Context: an optimization exercise on an open-source flow, tuned for small area. The choices shown serve that exercise and are no tape-out recipe. The RTL was checked by simulation tests, not by an equivalence proof against the original design. Power is estimated from default activity; no workload was simulated.

== branch delta ==
==> flow/design.v (excerpt) <==
module lwe_top (
   input  logic clk_100mhz,
   input  logic sys_rst,
   input  logic uart_rxd,
   input  logic start,
   output logic uart_txd,
   output logic enc_done
);
make LEC_CHECK=0 CAP_MARGIN=20 CORE_MARGIN=2 CORE_UTILIZATION=70 CTS_BUF_LIST=sky130_fd_sc_hd__clkbuf_8 CTS_CLUSTER_DIAMETER=50 CTS_CLUSTER_SIZE=20 SLEW_MARGIN=20 finish   # period 10.0 ns
run.sh (not shown) runs the stock make flow with config.mk's settings and CLKGATE_MAP_FILE= SYNTH_SCRIPT=/design/flow/synth_recipe.tcl, a recipe that flattens the netlist after the stock synthesis.
No stage failed in branch delta, and the final checks on the layout all came back clean.
### branch delta -> branch maple
--- a/flow/config.mk
+++ b/flow/config.mk
@@ -9,6 +9,7 @@
 export CORE_MARGIN = 2
-export CORE_UTILIZATION = 70
+export CORE_UTILIZATION = 80
 export CTS_BUF_LIST = sky130_fd_sc_hd__clkbuf_8
 export CTS_CLUSTER_DIAMETER = 50
-export CTS_CLUSTER_SIZE = 20
+export CTS_CLUSTER_SIZE = 22
+export PLACE_DENSITY = 0.7
 export SLEW_MARGIN = 20
==> results.txt <==
Flow for branch maple halted at detailed placement (3_5_place_dp), error code DPL-0033.
Width of the chip (branch maple vs. branch delta) decreases by a few percent
Between branch delta and branch maple, floorplan row count is higher for branch delta, branch maple comes in under that.
Reported for branch delta and branch maple, adder-cell share of the synthesized area turned out identical to the last digit.

---

== branch amber ==
lwe_top, a different RTL version from the one above (not shown whole).
For scale: ~1400 cells after synthesis.
// lwe_top
module lwe_top (
   input  logic clk_100mhz,
   input  logic sys_rst,
   input  logic uart_rxd,
   input  logic start,
   output logic uart_txd,
   output logic enc_done
);
   localparam logic [9:0] BIT_LAST  = 10'd867;    
   localparam logic [9:0] HALF_LAST = 10'd433;
   localparam logic [1:0] U_IDLE = 2'd0, U_START = 2'd1, U_DATA = 2'd2, U_STOP = 2'd3;
   logic [511:0] ra0, ra1;      
   logic [7:0]   preg;          
   logic [8:0]   phi;
   logic [10:0]  cnt;           
   logic         hold;          
   logic         pend;          
   logic [9:0]   baud;
   logic [1:0]   ust;
   logic         txm;           
   logic         rx_s, start_q;
   logic         waitst, run;
   logic         s0;            
   logic         tpend, tact;   
   logic         aprev;         
   logic         carry;
   logic reg_a, reg_pt, reg_s, reg_b, sat, low2;
   logic [8:0] tgt;
   logic m9, wr_now;
   assign reg_a  = !cnt[10];                   
  ...
Settings: LEC_CHECK=0, CAP_MARGIN=20, CORE_MARGIN=2, CORE_UTILIZATION=40, SLEW_MARGIN=20; clock period 10.0 ns.
The following lists how branch onyx was set up differently from branch amber:
Settings: putting CTS_CLUSTER_DIAMETER at 100 where nothing was set; swapping 40 for 70 in CORE_UTILIZATION; putting CTS_CLUSTER_SIZE at 30 where nothing was set.
Results
Diff branch amber..branch onyx | combinational power share | negligible. On synthesized net count, branch amber and branch onyx are neck and neck. The slowest cell on the critical path comes out sky130_fd_sc_hd__clkdlybuf4s50_1 in one run and sky130_fd_sc_hd__dfxtp_1 in the other, namely in branch amber and branch onyx respectively. branch amber has lower wire length on met1 than branch onyx. Across both runs, clock-buffer cell count was lower for branch onyx than for branch amber. Taking branch amber as the reference, in branch onyx total power of the final layout fell by 21%; fraction of power consumed by sequential logic rose by 14 points.

---

The RTL this note starts from:
==> flow/design.v <==
module lwe_top (
   input  logic clk_100mhz,
   input  logic sys_rst,
   input  logic uart_rxd,
   input  logic start,
   output logic uart_txd,
   output logic enc_done
);
   localparam logic [9:0] BIT_LAST  = 10'h00c;
   localparam logic [9:0] HALF_LAST = 10'h021;
   localparam logic [1:0] U_IDLE = 2'd0, U_START = 2'd1, U_DATA = 2'd2, U_STOP = 2'd3;
   logic [511:0] ra0, ra1;      
   logic [7:0]   preg;          
   logic [8:0]   phi;
   logic [10:0]  cnt;           
   logic         hold;          
   logic         pend;          
   logic [9:0]   baud;
   logic [1:0]   ust;
   logic         txm;           
   logic         rx_s, start_q;
   logic         waitst, run;
   logic         s0;            
   logic         tpend, tflag;  
   logic         tact;          
   logic         aprev;         
   logic         carry;
   logic reg_a, reg_pt, reg_s, reg_b, sat, low2;
   logic [8:0] tgt;
   logic m9, wr_now;
   assign reg_a  = !cnt[10];                   
   assign reg_pt = cnt[10:7] == 4'b1000;       
   assign reg_s  = cnt[10] && !cnt[9] && (cnt[8] ^ cnt[7]);    
   assign reg_b  = cnt[10:7] == 4'b1011;       
   assign sat    = cnt[10:9] == 2'b11;
   assign low2   = cnt[4:1] == 4'd0;           
   assign tgt    = reg_a ? {cnt[7:6], cnt[9:8], cnt[4:0]} : {2'b11, cnt[6:0]};
   assign m9     = phi == tgt;
   assign wr_now = pend && ((reg_a || reg_b) ? m9 : 1'b1);
   logic       tz, a, y, x, cbit, cin, p, q;
   logic [1:0] jj, sum;
   logic       j0;
   assign tz   = phi[3:0] == 4'd0;
   assign jj   = {cnt[8], cnt[6]};
   assign j0   = cnt[8:5] == 4'd4;
   assign a    = cnt[5] ? ra1[0] : ra0[0];
   assign y    = s0 ? a : (aprev && !tz);
   assign x    = (hold | s0) & (hold ^ y);
   assign cbit = j0 ? (preg[0] && phi[3:0] == 4'd10) : cnt[5] ? ra0[0] : ra1[384];
   assign tact = tflag && phi[8:7] == jj;
   assign p    = tact ? x : ra1[0];
   assign q    = tact ? cbit : ra0[0];
   assign cin  = tz ? (tact && hold) : carry;   
   assign sum  = 2'(p) + 2'(q) + 2'(cin);
   logic a0_in, a1_in;
   assign a0_in = (wr_now && (reg_a && !cnt[5] || reg_b)) ? hold
                : ((tact && !cnt[5]) || run) ? sum[0] : ra0[0];
   assign a1_in = (wr_now && reg_a && cnt[5]) ? hold
                : (tact && cnt[5]) ? sum[0] : ra1[0];
   always_ff @(posedge clk_100mhz) begin
      ra0   <= {a0_in, ra0[511:1]};
      ra1   <= {a1_in, ra1[511:1]};
      aprev <= a;
      carry <= sum[1];
      if (wr_now && reg_s && cnt[4:0] == 5'd0) s0 <= hold;
      if ((wr_now && reg_pt && low2) || (tact && j0 && phi[3:0] == 4'd15))
         preg <= {hold, preg[7:1]};
   end
   assign enc_done = run && phi == 9'd511;    
   logic [11:0] cc;
   logic [10:0] cnt_inc;
   always_comb begin
      cc[0] = 1'b1;
      for (int i = 0; i < 11; i++) begin
         cnt_inc[i] = cnt[i] ^ cc[i];
         cc[i+1]    = cnt[i] & cc[i] & (i != 6 || !txm);
      end
   end
   logic ev, rx_ev, tx_ev, tx_adv, tx_fin, cnt_en;
   assign ev     = ust != U_IDLE && baud == '1;
   assign rx_ev  = ev && !txm;
   assign tx_ev  = ev && txm;
   assign tx_adv = tx_ev && (ust == U_START || (ust == U_DATA && cnt[2:0] != 3'd0));
   assign tx_fin = tx_ev && ust == U_STOP && cnt[6:0] == 7'd0;    
   assign cnt_en = wr_now || tx_adv;
   always_ff @(posedge clk_100mhz) begin
      if (enc_done || ev)     baud <= BIT_LAST;
      else if (ust == U_IDLE) baud <= HALF_LAST;
      else                    baud <= {baud[8:0], baud[9] ^ baud[6]};
   end
   always_ff @(posedge clk_100mhz) begin
      rx_s  <= uart_rxd;
      if (rx_ev && ust == U_DATA) hold <= rx_s;
      else if (txm && m9)         hold <= ra0[0];    
   end
   always_ff @(posedge clk_100mhz) begin
      if (sys_rst) begin
         phi      <= '0;
         cnt      <= '0;
         pend     <= 1'b0;
         tpend    <= 1'b0;
         tflag    <= 1'b0;
         ust      <= U_IDLE;
         txm      <= 1'b0;
         uart_txd <= 1'b1;
         start_q  <= 1'b0;
         waitst   <= 1'b0;
         run      <= 1'b0;
      end else begin
         phi     <= phi + 1'b1;
         start_q <= start;
         if (cnt_en) cnt <= cnt_inc;
         if (start && !start_q && !waitst && !run && !txm) waitst <= 1'b1;
         if (phi == 9'd383 && waitst) begin
            waitst <= 1'b0;
            run    <= 1'b1;
         end
         if (enc_done) run <= 1'b0;
         if (rx_ev && ust == U_DATA) pend <= !sat;
         else if (wr_now)            pend <= 1'b0;
         if (wr_now && reg_s && cnt[4:0] == 5'd1) tpend <= 1'b1;
         if (phi[6:0] == 7'd127) begin
            if (tact) tflag <= 1'b0;
            else if (tpend) begin
               tpend <= 1'b0;
               tflag <= 1'b1;
            end
         end
         if (enc_done)    txm <= 1'b1;
         else if (tx_fin) txm <= 1'b0;
         if (enc_done)                           uart_txd <= 1'b0;    
         else if (tx_adv)                        uart_txd <= hold;
         else if (tx_ev && ust == U_DATA)        uart_txd <= 1'b1;    
         else if (tx_ev && ust == U_STOP && !tx_fin) uart_txd <= 1'b0;
         if (enc_done) ust <= U_START;
         else if (ust == U_IDLE) begin
            if (!txm && !rx_s) ust <= U_START;
         end else if (ev) begin
            case (ust)
               U_START: ust <= (!txm && rx_s) ? U_IDLE : U_DATA;    
               U_DATA:  if (cnt[2:0] == (txm ? 3'd0 : 3'd7)) ust <= U_STOP;
               default: ust <= (!txm || tx_fin) ? U_IDLE : U_START;
            endcase
         end
      end
   end
endmodule
Settings: LEC_CHECK=0, ABC_AREA=1, CAP_MARGIN=20, CORE_MARGIN=2, CORE_UTILIZATION=70, CTS_BUF_LIST=sky130_fd_sc_hd__clkbuf_8, CTS_CLUSTER_DIAMETER=50, CTS_CLUSTER_SIZE=20, SLEW_MARGIN=20; clock period 10.0 ns.
Edit:
ABC_AREA = not set   (was 1)
CORE_UTILIZATION = 80   (was 70)
CTS_CLUSTER_SIZE = 24   (was 20)
PLACE_DENSITY = 0.8   (was not set)
Effect:
- The new run never finished: it broke off in detailed placement (3_5_place_dp) with DPL-0033
- synthesized area stays flat
- synthesized cell count is lower by 6.1%
Edit:
ABC_AREA = 1   (was not set)
CORE_UTILIZATION = 70   (was 80)
CTS_CLUSTER_SIZE = 21   (was 24)
PLACE_DENSITY = not set   (was 0.8)
Now the flow went through all stages and came out clean.
Synthesized cell count increases by 6.5%.
Area after synthesis barely changes.
Edit:
CTS_CLUSTER_DIAMETER = 40   (was 50)
CTS_CLUSTER_SIZE = 22   (was 21)
Worst hold slack got worse by 9.9 ps.
Flip-flop and latch count is unchanged.
Clock skew rises by 6.1 ps.

re-timing with driven ports:
The flow's constraints put no driver on any port. The routed layouts listed below were extracted and timed again, unchanged, in two steps. Step 1 (the two cells are an assumption about what drives the block):
set clk [get_ports {clk_100mhz}]
set_driving_cell -lib_cell sky130_fd_sc_hd__clkbuf_16 $clk
set_driving_cell -lib_cell sky130_fd_sc_hd__buf_2 [delete_from_list [all_inputs] $clk]
Step 2 times the ports against the registers' clock, not the clock port: input delays grow and output delays shrink by t, the midpoint of the rising clock arrivals with the driver on. a / b / c = no drivers / after step 1 / after step 2; a / b = the first two.
run | t, ns | setup WS [ns] | worst hold slack (ns) | worst data-port slew with drivers (ns)
branch delta | 0.680 | 5.167 / 5.122 / 5.802 | 0.320 / 0.320 / 0.320 | 0.04
branch amber | 0.671 | 6.138 / 6.080 / 6.256 | 0.316 / 0.316 / 0.316 | 0.03
branch onyx | 0.614 | 6.136 / 6.082 / 6.270 | 0.325 / 0.325 / 0.325 | 0.05
the first run of note 3 | 0.698 | 5.142 / 5.093 / 5.791 | 0.307 / 0.307 / 0.307 | 0.03
the third run of note 3 | 0.714 | 5.134 / 5.087 / 5.801 | 0.317 / 0.317 / 0.317 | 0.03
the fourth run of note 3 | 0.673 | 5.134 / 5.085 / 5.758 | 0.307 / 0.307 / 0.307 | 0.03
After both steps setup and hold are still met in every run listed.
